Source: an optimization exercise on an open RTL-to-GDS flow (aim: small area, a short achievable clock period and few clock cycles). Production flows keep margins and buffers that such runs may drop.
The RTL was checked by simulation tests, not by an equivalence proof against the original design.
Power is estimated from default activity; no workload was simulated.

==> flow/design.v (excerpt) <==
module matmul_top #(
  parameter int ADDR_W = 16
) (
  input  logic                          clk,
  input  logic                          reset_n,
  input  logic                          dut_valid,
  output logic                          dut_ready,
  output logic [ADDR_W-1:0]             input_read_address,
  input  matmul_pkg::sram_word_u        input_read_data,
  output logic [ADDR_W-1:0]             weight_read_address,
  input  matmul_pkg::sram_word_u        weight_read_data,
  output logic                          result_write_enable,
  output logic [ADDR_W-1:0]             result_write_address,
  output logic [matmul_pkg::DATA_W-1:0] result_write_data
);
  logic [15:0]       k_dim, n_dim;
  logic              k_one, n_one, m_one;
  logic              hdr_k_le2, hdr_n_one, hdr_m_one;
  logic              st_hdr, st_spec, st_run;
  logic              issue_final, write_final;
  logic              first_m2, last_wr, final_wr;
  matmul_ctrl u_ctrl (
  ...
For scale: about 2300 cells after synthesis, about 400 flip-flops, roughly 150 I/O pins, ~0.025 mm2 of cells after synthesis.
==> flow/config.mk <==
export PLATFORM = sky130hd
export DESIGN_NAME = matmul_top
export DESIGN_NICKNAME = matmul_top
export VERILOG_FILES = /design/flow/design.v
export SDC_FILE = /design/flow/constraint.sdc
export NUM_CORES = 4
export LEC_CHECK = 0
export CAP_MARGIN = 20
export CORE_MARGIN = 2
export CORE_UTILIZATION = 40
export CTS_CLUSTER_DIAMETER = 120
export CTS_CLUSTER_SIZE = 22
export SLEW_MARGIN = 20
export SYNTH_HIERARCHICAL = 1
==> flow/constraint.sdc <==
create_clock -name core_clock -period 11.0 [get_ports {clk}]
set_input_delay 2.2000 -clock core_clock [delete_from_list [all_inputs] [get_ports {clk}]]
set_output_delay 2.2000 -clock core_clock [all_outputs]
set_load 0.01 [all_outputs]
standard.sh (not shown) runs the stock make flow with config.mk's settings and CLKGATE_MAP_FILE= SYNTH_SCRIPT=/design/flow/synth_recipe.tcl, a recipe that flattens the netlist after the stock synthesis.
==> flow/flow/run.sh <==
#!/bin/bash
# Standard ORFS layout at the design's clock and constraints, with faster
# port buffers and timing repair aimed below the clock period.
set -euo pipefail
bash standard.sh \
  "BUFFER_PORTS_ARGS=-buffer_cell sky130_fd_sc_hd__buf_2" \
  SETUP_SLACK_MARGIN=7.8 \
  TNS_END_PERCENT=100 \
  finish > standard_flow.log 2>&1
The first run passed the timing, DRC and antenna checks.
Testbench counts at the start, summed over its fixed seeds: cycles 33,512.
Then changed:
==> flow/flow/run.sh (replaced) <==
#!/bin/bash
# Standard ORFS layout at the design's clock and constraints, with faster
# port buffers, a clock tree with fewer branch buffers, and timing repair
# aimed below the clock period.
set -euo pipefail
bash standard.sh \
  "BUFFER_PORTS_ARGS=-buffer_cell sky130_fd_sc_hd__buf_2" \
  "CTS_ARGS=-sink_clustering_enable -repair_clock_nets -sink_clustering_size 22 -sink_clustering_max_diameter 120 -branching_point_buffers_distance 2000 -distance_between_buffers 2000" \
  SETUP_SLACK_MARGIN=7.8 \
  TNS_END_PERCENT=100 \
  finish > standard_flow.log 2>&1
Count of clock-buffer cells in the layout stays the same.
Non-clock buffer count stays the same.
Power does not change.
First-iteration DRC count stays the same.
Wire length is unchanged.
Then changed:
==> flow/flow/run.sh (replaced) <==
#!/bin/bash
# Standard ORFS layout at the design's clock and constraints, with faster
# port buffers and timing repair aimed below the clock period.
set -euo pipefail
bash standard.sh \
  "BUFFER_PORTS_ARGS=-buffer_cell sky130_fd_sc_hd__buf_2" \
  SETUP_SLACK_MARGIN=7.0 \
  TNS_END_PERCENT=100 \
  finish > standard_flow.log 2>&1
What happened:
- power decreases by about 3.2%
- die area stays the same
- sequential power hardly moves
Then changed:
--- a/flow/flow/run.sh
+++ b/flow/flow/run.sh
@@ -6,3 +6,3 @@
   "BUFFER_PORTS_ARGS=-buffer_cell sky130_fd_sc_hd__buf_2" \
-  SETUP_SLACK_MARGIN=7.0 \
+  SETUP_SLACK_MARGIN=7.4 \
   TNS_END_PERCENT=100 \
Effect: The changed run went through all stages and came out clean. Area after synthesis is unchanged. Critical path depth stays the same. Final cell count is about the same. Clock-buffer cell count goes up by 1. Power goes up by 0.92%. Clock skew goes down by 7.4 ps.
Then changed:
--- a/flow/flow/run.sh
+++ b/flow/flow/run.sh
@@ -6,3 +6,3 @@
   "BUFFER_PORTS_ARGS=-buffer_cell sky130_fd_sc_hd__buf_2" \
-  SETUP_SLACK_MARGIN=7.4 \
+  SETUP_SLACK_MARGIN=7.7 \
   TNS_END_PERCENT=100 \
After rerunning:
- fmax goes up by 7.8%
- critical path depth goes down by 9
- clock-buffer cell count goes down by 1
- combinational power goes up by about 2%

========
== the reference run ==
matmul_top, a different RTL version from the one above (not shown whole).
Size: ~2,500 cells after synthesis, ~470 flip-flops, about 150 I/O pins, ~27,000 um2 of cells after synthesis.
export LEC_CHECK = 0
export CAP_MARGIN = 20
export CORE_MARGIN = 2
export CORE_UTILIZATION = 40
export CTS_CLUSTER_DIAMETER = 120
export CTS_CLUSTER_SIZE = 22
export SLEW_MARGIN = 20
export SYNTH_HIERARCHICAL = 1
create_clock -name core_clock -period 11.0 [get_ports {clk}]
==> flow/flow/run.sh <==
#!/bin/bash
# Standard ORFS layout at the design's clock and constraints, with faster
# port buffers and timing repair aimed below the clock period.
set -euo pipefail
bash standard.sh \
  "BUFFER_PORTS_ARGS=-buffer_cell sky130_fd_sc_hd__buf_4" \
  SETUP_SLACK_MARGIN=7.8 \
  TNS_END_PERCENT=100 \
  finish > standard_flow.log 2>&1
In summary, the reference run completed successfully, with a layout that passed the timing, DRC and antenna checks.
Testbench counts of the reference run, summed over its fixed seeds: cycles 33,512.
Edits applied to the flow inputs when going from the reference run to the trial run:
- CORE_UTILIZATION now 55, was 40
- CTS_CLUSTER_SIZE no longer set, was 22
- PLACE_DENSITY now 0.7, previously not set
- CTS_CLUSTER_DIAMETER no longer set, was 120
--- a/flow/flow/run.sh
+++ b/flow/flow/run.sh
@@ -5,5 +5,5 @@
 bash standard.sh \
   "BUFFER_PORTS_ARGS=-buffer_cell sky130_fd_sc_hd__buf_4" \
-  SETUP_SLACK_MARGIN=7.8 \
+  SETUP_SLACK_MARGIN=8.0 \
   TNS_END_PERCENT=100 \
   finish > standard_flow.log 2>&1
==> run notes <==
Having completed the whole flow, the reference run delivered a layout that passed the timing, DRC and antenna checks.
The trial run has completed all stages; timing, DRC and antenna checks passed.
As of the trial run, number of buffers inserted to repair setup after CTS had risen by a few percent compared to the reference run.
When the final numbers for the trial run and the reference run were put side by side, the global routing usage summed across all routing layers turned out to be greater in the trial run.
Delta (the trial run minus the reference run): part of the power in registers lost 3.3 points, share of the synthesized area in compound gates (AO/OA/AOI/OAI) shows no meaningful change, final critical-path setup slack held steady.

========
## red
matmul_top, a different RTL version from the one above (not shown whole).
For scale: roughly 150 I/O pins, roughly 25000 um2 of cells after synthesis.
==> flow/config.mk <==
export PLATFORM = sky130hd
export DESIGN_NAME = matmul_top
export DESIGN_NICKNAME = matmul_top
export VERILOG_FILES = /design/flow/design.v
export SDC_FILE = /design/flow/constraint.sdc
export NUM_CORES = 4
export LEC_CHECK = 0
export CAP_MARGIN = 20
export CORE_MARGIN = 2
export CORE_UTILIZATION = 40
export CTS_CLUSTER_DIAMETER = 120
export CTS_CLUSTER_SIZE = 22
export SLEW_MARGIN = 20
export SYNTH_HIERARCHICAL = 1
==> flow/constraint.sdc <==
create_clock -name core_clock -period 11.0 [get_ports {clk}]
set_input_delay 2.2000 -clock core_clock [delete_from_list [all_inputs] [get_ports {clk}]]
set_output_delay 2.2000 -clock core_clock [all_outputs]
set_load 0.01 [all_outputs]
==> flow/flow/run.sh <==
#!/bin/bash
# Standard ORFS layout at the design's clock and constraints, with faster
# port buffers and timing repair aimed below the clock period.
set -euo pipefail
bash standard.sh \
  "BUFFER_PORTS_ARGS=-buffer_cell sky130_fd_sc_hd__buf_2" \
  SETUP_SLACK_MARGIN=7.65 \
  TNS_END_PERCENT=30 \
  finish > standard_flow.log 2>&1
red finished all stages; the layout is clean.
Testbench counts of red, summed over its fixed seeds: cycles 33,512.
#### Input delta (blue over red)
-- flow/flow/run.sh --
<<< red, line 7
  SETUP_SLACK_MARGIN=7.65 \
  TNS_END_PERCENT=30 \
  finish > standard_flow.log 2>&1
>>> blue, line 7
  SETUP_SLACK_MARGIN=7.65 \
  TNS_END_PERCENT=60 \
  finish > standard_flow.log 2>&1
Notes after the runs:
blue: no failed stages, no open violations at the end
In terms of per-cell via count in the routed design, blue and red differ only marginally.
The final area of blue and that of red are within noise of each other.
blue vs. red: buffer count excluding the clock tree in the final layout shows a reduction of 1, global routing met3 resource utilization shows no meaningful change, minimum hold slack shows no meaningful change, clock network power shows no meaningful change.
Here is what was changed in the inputs of green compared with blue.
- changing CTS_CLUSTER_SIZE from 22 to 26
-- flow/flow/run.sh --
<<< blue, line 7
  SETUP_SLACK_MARGIN=7.65 \
  TNS_END_PERCENT=60 \
  finish > standard_flow.log 2>&1
>>> green, line 7
  SETUP_SLACK_MARGIN=7.65 \
  TNS_END_PERCENT=100 \
  finish > standard_flow.log 2>&1
Notes after the runs:
Compared green against blue; total wirelength of the detailed-routed design within noise.
green reached the final stage; the timing, DRC and antenna checks on its layout passed.
When the final numbers for green and blue were put side by side, the total power after layout turned out to be smaller in green.
Final-layout worst hold slack: green vs blue — no meaningful difference
#### Input delta (orange over green)
- CTS_CLUSTER_SIZE now 22, was 26
[summary]
Min setup slack after layout across green and orange: green. green -> orange: share of cells above drive strength 1 flat. Compared with green, in orange first-pass GRT wire length neither gained nor lost much, design area neither gained nor lost much, net load switching power neither gained nor lost much, power picked up an extra about 0.6%.

========
Starting RTL as in the previous note.
Settings: LEC_CHECK=0, CAP_MARGIN=20, CORE_MARGIN=2, CORE_UTILIZATION=40, CTS_CLUSTER_DIAMETER=120, CTS_CLUSTER_SIZE=22, SLEW_MARGIN=20, SYNTH_HIERARCHICAL=1; clock period 11.0 ns.
==> flow/flow/run.sh <==
#!/bin/bash
# Standard ORFS layout at the design's clock and constraints, with faster
# port buffers and timing repair aimed below the clock period.
set -euo pipefail
bash standard.sh \
  "BUFFER_PORTS_ARGS=-buffer_cell sky130_fd_sc_hd__buf_2" \
  SETUP_SLACK_MARGIN=7.6 \
  TNS_END_PERCENT=100 \
  finish > standard_flow.log 2>&1
The starting point finished clean.
Testbench counts at the start, summed over its fixed seeds: cycles 33,512.
Change:
--- a/flow/flow/run.sh
+++ b/flow/flow/run.sh
@@ -7 +7 @@
-  SETUP_SLACK_MARGIN=7.6 \
+  SETUP_SLACK_MARGIN=7.72 \
Outcome:
- maximum frequency went up by 2.8%
- clock skew went up by 0.013 ns
- global-route usage increases by 0.32 points
- sequential share of layout area shrinks by 0.53 points
- hold slack degrades by 0.0084 ns
- final cell count increases by 1.5%

afterwards: timing with drivers on the ports:
How much do the figures lean on ideal ports? The routed layouts below were timed once more, with nothing changed but the port constraints.
Step 1 assumes that a clkbuf_16 drives the clock port and a buf_2 every other input.
Step 2, shift: input delay + t, output delay - t, t = (earliest + latest rising clock arrival at the registers) / 2. This alone moves slack from input paths to output paths.
a / b / c = ideal / step 1 / step 2; a / b = the first two.
run | t (ns) | setup WS [ns] | clock arrival spread, ns | worst slew at a driven data input, ns
the first run of note 1 | 0.621 | 7.733 / 7.669 / 7.268 | 0.032 / 0.032 | 0.11
the second run of note 1 | 0.621 | 7.733 / 7.669 / 7.268 | 0.032 / 0.032 | 0.11
the third run of note 1 | 0.621 | 7.264 / 7.264 / 6.791 | 0.023 / 0.023 | 0.08
the fourth run of note 1 | 0.619 | 7.474 / 7.418 / 7.100 | 0.017 / 0.018 | 0.08
the fifth run of note 1 | 0.621 | 7.728 / 7.671 / 7.226 | 0.031 / 0.031 | 0.09
the reference run | 0.659 | 7.697 / 7.636 / 7.336 | 0.030 / 0.029 | 0.09
the trial run | 0.663 | 7.698 / 7.640 / 7.321 | 0.040 / 0.040 | 0.08
red | 0.613 | 7.619 / 7.560 / 7.145 | 0.027 / 0.027 | 0.08
blue | 0.614 | 7.662 / 7.603 / 7.231 | 0.026 / 0.026 | 0.09
green | 0.609 | 7.682 / 7.623 / 7.241 | 0.022 / 0.022 | 0.08
orange | 0.617 | 7.687 / 7.629 / 7.243 | 0.029 / 0.029 | 0.08
the first run of note 4 | 0.624 | 7.646 / 7.583 / 7.268 | 0.026 / 0.026 | 0.09
the second run of note 4 | 0.623 | 7.737 / 7.676 / 7.270 | 0.037 / 0.037 | 0.09
After both steps setup and hold are still met in every run listed. For the fifth run of note 1, which loses most, drivers alone change the setup slack by -0.057 ns; drivers and shift together by -0.502 ns.
